Context: an optimization exercise on an open-source flow, tuned for small area. The choices shown serve that exercise and are no tape-out recipe.
Only simulation tests tie the RTL to the original design; equivalence was not proved.
No activity file was given, so power comes from the tool's default toggle rates.

## branch ember
## spram_top
module spram_top (
    input  logic                  clka,
    input  logic                  rsta,
    input  logic                  ena,
    input  spram_pkg::addr_t      addra,
    input  spram_pkg::data_t      dina,
    input  spram_pkg::lane_mask_t wea,
    input  logic                  regcea,
    output spram_pkg::data_t      douta
);
Size: about 4400 cells after synthesis, roughly 2100 flip-flops, about 78 I/O pins.
Settings: LEC_CHECK=0, CAP_MARGIN=0, CORE_MARGIN=2, CORE_UTILIZATION=60, SLEW_MARGIN=0; clock period 3.2 ns.
run.sh (not shown) runs the stock make flow with config.mk's settings and CLKGATE_MAP_FILE= SYNTH_SCRIPT=/design/flow/synth_recipe.tcl, a recipe that flattens the netlist after the stock synthesis.
In branch ember the implementation completed, yet the final layout does not meet the checks, the culprit being capacitance limit, slew limit, setup timing.
--- input diff branch ember..branch harbor ---
# branch ember
export LEC_CHECK = 0
export CAP_MARGIN = 0
export CORE_MARGIN = 2
export CORE_UTILIZATION = 60
export SLEW_MARGIN = 0
create_clock -name core_clock -period 3.2 [get_ports {clka}]
# branch harbor
export LEC_CHECK = 0
export CAP_MARGIN = 20
export CORE_MARGIN = 2
export CORE_UTILIZATION = 40
export SLEW_MARGIN = 20
create_clock -name core_clock -period 3.2 [get_ports {clka}]
Results
branch harbor completed; timing, DRC and antenna clean. Going from branch ember to branch harbor, the die area was enlarged. Global routing met1 resource utilization: branch harbor vs branch ember down 20 points. The worst setup slack reported for branch harbor is greater than that of branch ember by 0.30 ns. Changes observed in branch harbor relative to branch ember: switching portion of total power shows an increase of 0.45 points; maximum level of the CTS H-tree stayed essentially flat; first-pass GRT wire length grew by 5.0%; pre-CTS setup slack shows an increase of 0.32 ns; maximum operating frequency up about 10%. branch harbor ended with more total wire length after detailed routing than branch ember. Between branch ember and branch harbor, the sum of internal, switching and leakage power does not differ in any meaningful way. In branch harbor relative to branch ember, switching power total had gone up by a few percent.

Setup of oak:
spram_top, a different RTL version from the one above (not shown whole).
For scale: roughly 2100 flip-flops.
export LEC_CHECK = 0
export CAP_MARGIN = 20
export CORE_MARGIN = 2
export CORE_UTILIZATION = 60
export CTS_BUF_LIST = sky130_fd_sc_hd__clkbuf_8
export CTS_CLUSTER_DIAMETER = 60
export CTS_CLUSTER_SIZE = 18
export GPL_TIMING_DRIVEN = 0
export PLACE_DENSITY = 0.72
export SETUP_SLACK_MARGIN = 0.3
export SLEW_MARGIN = 20
export SYNTH_HIERARCHICAL = 1
create_clock -name core_clock -period 3.2 [get_ports {clka}]
standard.sh (not shown) runs the stock make flow with config.mk's settings and CLKGATE_MAP_FILE= SYNTH_SCRIPT=/design/flow/synth_recipe.tcl, a recipe that flattens the netlist after the stock synthesis.
==> flow/flow/run.sh <==
#!/bin/bash
# Own layout flow: the standard flow, with the combinational gates of
# the synthesis netlist sized by fanout before floorplan and the output
# ports buffered with the smallest buffer after global placement.
set -euo pipefail
W=$(pwd)
bash standard.sh synth > "$W/flow_synth.log" 2>&1
bash standard.sh finish PRE_FLOORPLAN_TCL="$W/flow/downsize.tcl" \
  POST_GLOBAL_PLACE_TCL="$W/flow/outbuf.tcl" > "$W/flow_finish.log" 2>&1
==> flow/flow/downsize.tcl <==
# Sourced by ORFS at the start of floorplan (PRE_FLOORPLAN_TCL): size every
# combinational gate by the fanout of its output, smallest drive for a
# fanout up to 5, drive 2 up to 16, drive 4 above. The flow's own repair
# later sizes up what timing needs.
set db [ord::get_db]
set block [ord::get_db_block]
set n 0
foreach inst [$block getInsts] {
  set name [[$inst getMaster] getName]
  if {![regexp {^(sky130_fd_sc_hd__(nor|nand|and|or|o|a)[0-9a-z]*)_([0-9]+)$} $name -> base kind drive]} {
    continue
  }
  set fanout 0
  foreach it [$inst getITerms] {
    if {[$it isOutputSignal]} {
      set net [$it getNet]
      if {$net ne "NULL"} {
        set fanout [expr {[llength [$net getITerms]] - 1 + [llength [$net getBTerms]]}]
      }
    }
  }
  set want 1
  if {$fanout > 16} {
    set want 4
  } elseif {$fanout > 5} {
    set want 2
  }
  set m "NULL"
  for {set d $want} {$d >= 1 && $m eq "NULL"} {incr d -1} {
    set m [$db findMaster ${base}_$d]
  }
  if {$m ne "NULL" && [$m getName] ne $name} {
    $inst swapMaster $m
    incr n
  }
}
puts "downsize: $n gates resized by fanout"
==> flow/flow/outbuf.tcl <==
# Sourced by ORFS at the end of global placement (POST_GLOBAL_PLACE_TCL):
# the buffer that drives each output port becomes the smallest buffer.
# Input ports keep the delay buffer that the standard flow gives them.
set db [ord::get_db]
set block [ord::get_db_block]
set small [$db findMaster sky130_fd_sc_hd__buf_1]
set n 0
foreach bt [$block getBTerms] {
  if {[$bt getIoType] ne "OUTPUT"} { continue }
  set net [$bt getNet]
  if {$net eq "NULL"} { continue }
  foreach it [$net getITerms] {
    if {![$it isOutputSignal]} { continue }
    set inst [$it getInst]
    if {[[$inst getMaster] getName] eq "sky130_fd_sc_hd__clkdlybuf4s50_1"} {
      $inst swapMaster $small
      incr n
    }
  }
}
puts "outbuf: $n output port buffers set to buf_1"
What pine does differently from oak at the input level:
Settings: GPL_TIMING_DRIVEN removed (was 0).
==> flow/flow/run.sh <==
#!/bin/bash
# Own layout flow: the standard flow, with the combinational gates of
# the synthesis netlist sized by fanout before floorplan, the output ports
# buffered with the smallest buffer after global placement, and a clock
# tree without dummy loads.
set -euo pipefail
W=$(pwd)
CTS="-sink_clustering_enable -repair_clock_nets -sink_clustering_size 18"
CTS="$CTS -sink_clustering_max_diameter 60 -buf_list sky130_fd_sc_hd__clkbuf_8 -dont_use_dummy_load"
bash standard.sh synth > "$W/flow_synth.log" 2>&1
bash standard.sh finish PRE_FLOORPLAN_TCL="$W/flow/downsize.tcl" \
  POST_GLOBAL_PLACE_TCL="$W/flow/outbuf.tcl" CTS_ARGS="$CTS" > "$W/flow_finish.log" 2>&1
==> comparison <==
| critical path depth | higher: oak |
[pine] core utilization of the finished layout fell 1.4 points relative to oak
From oak to pine the numbers moved as follows: placed instance count rose by 59; multi-input gate share of total cell area saw a decrease.
On number of top-level design ports, pine and oak are neck and neck.
Startpoint of the most critical setup path = req_lo[2]$_DFFE_PP_: oak; startpoint of the most critical setup path = req_lo[5]$_DFFE_PP_: pine
In pine, the final period utilization came out 6.9 points below the value in oak.
Total chip power: pine < oak
Re fraction of area in registers: pine and oak aren't equal, and the lower value belongs to oak.
In the metrics for pine and oak, the one carrying the higher routed wire length is pine.
[pine vs oak] length of routed wiring on met1: lower in pine
oak -> pine: final instance area decreased by a few percent

afterwards: timing with drivers on the ports:
The results above use ideal ports. As a check the final layouts listed here were re-extracted and re-timed, cells and wires unchanged.
Step 1: set_driving_cell puts a clkbuf_16 on clka and a buf_2 on each other input, an assumption about the parent block.
Step 2 times the ports against the registers' clock, not the clock port: input delays grow and output delays shrink by t, the midpoint of the rising clock arrivals with the driver on.
Three values: ideal ports, drivers, drivers and shift; two values: the first two.
run	t, ns	setup WS [ns]	worst register clock-pin slew, ns
branch ember	0.925	-0.119 / -0.065 / -0.991	0.07 / 0.07
branch harbor	0.960	0.183 / 0.243 / -0.717	0.08 / 0.08
oak	0.970	0.253 / 0.253 / 0.253	0.11 / 0.11
pine	0.949	0.472 / 0.472 / 0.472	0.11 / 0.11
With both steps, setup timing fails in branch harbor, where it was met with ideal ports. The setup slack of branch harbor, which loses most, moves by +0.060 ns with the drivers and by -0.900 ns with both steps.
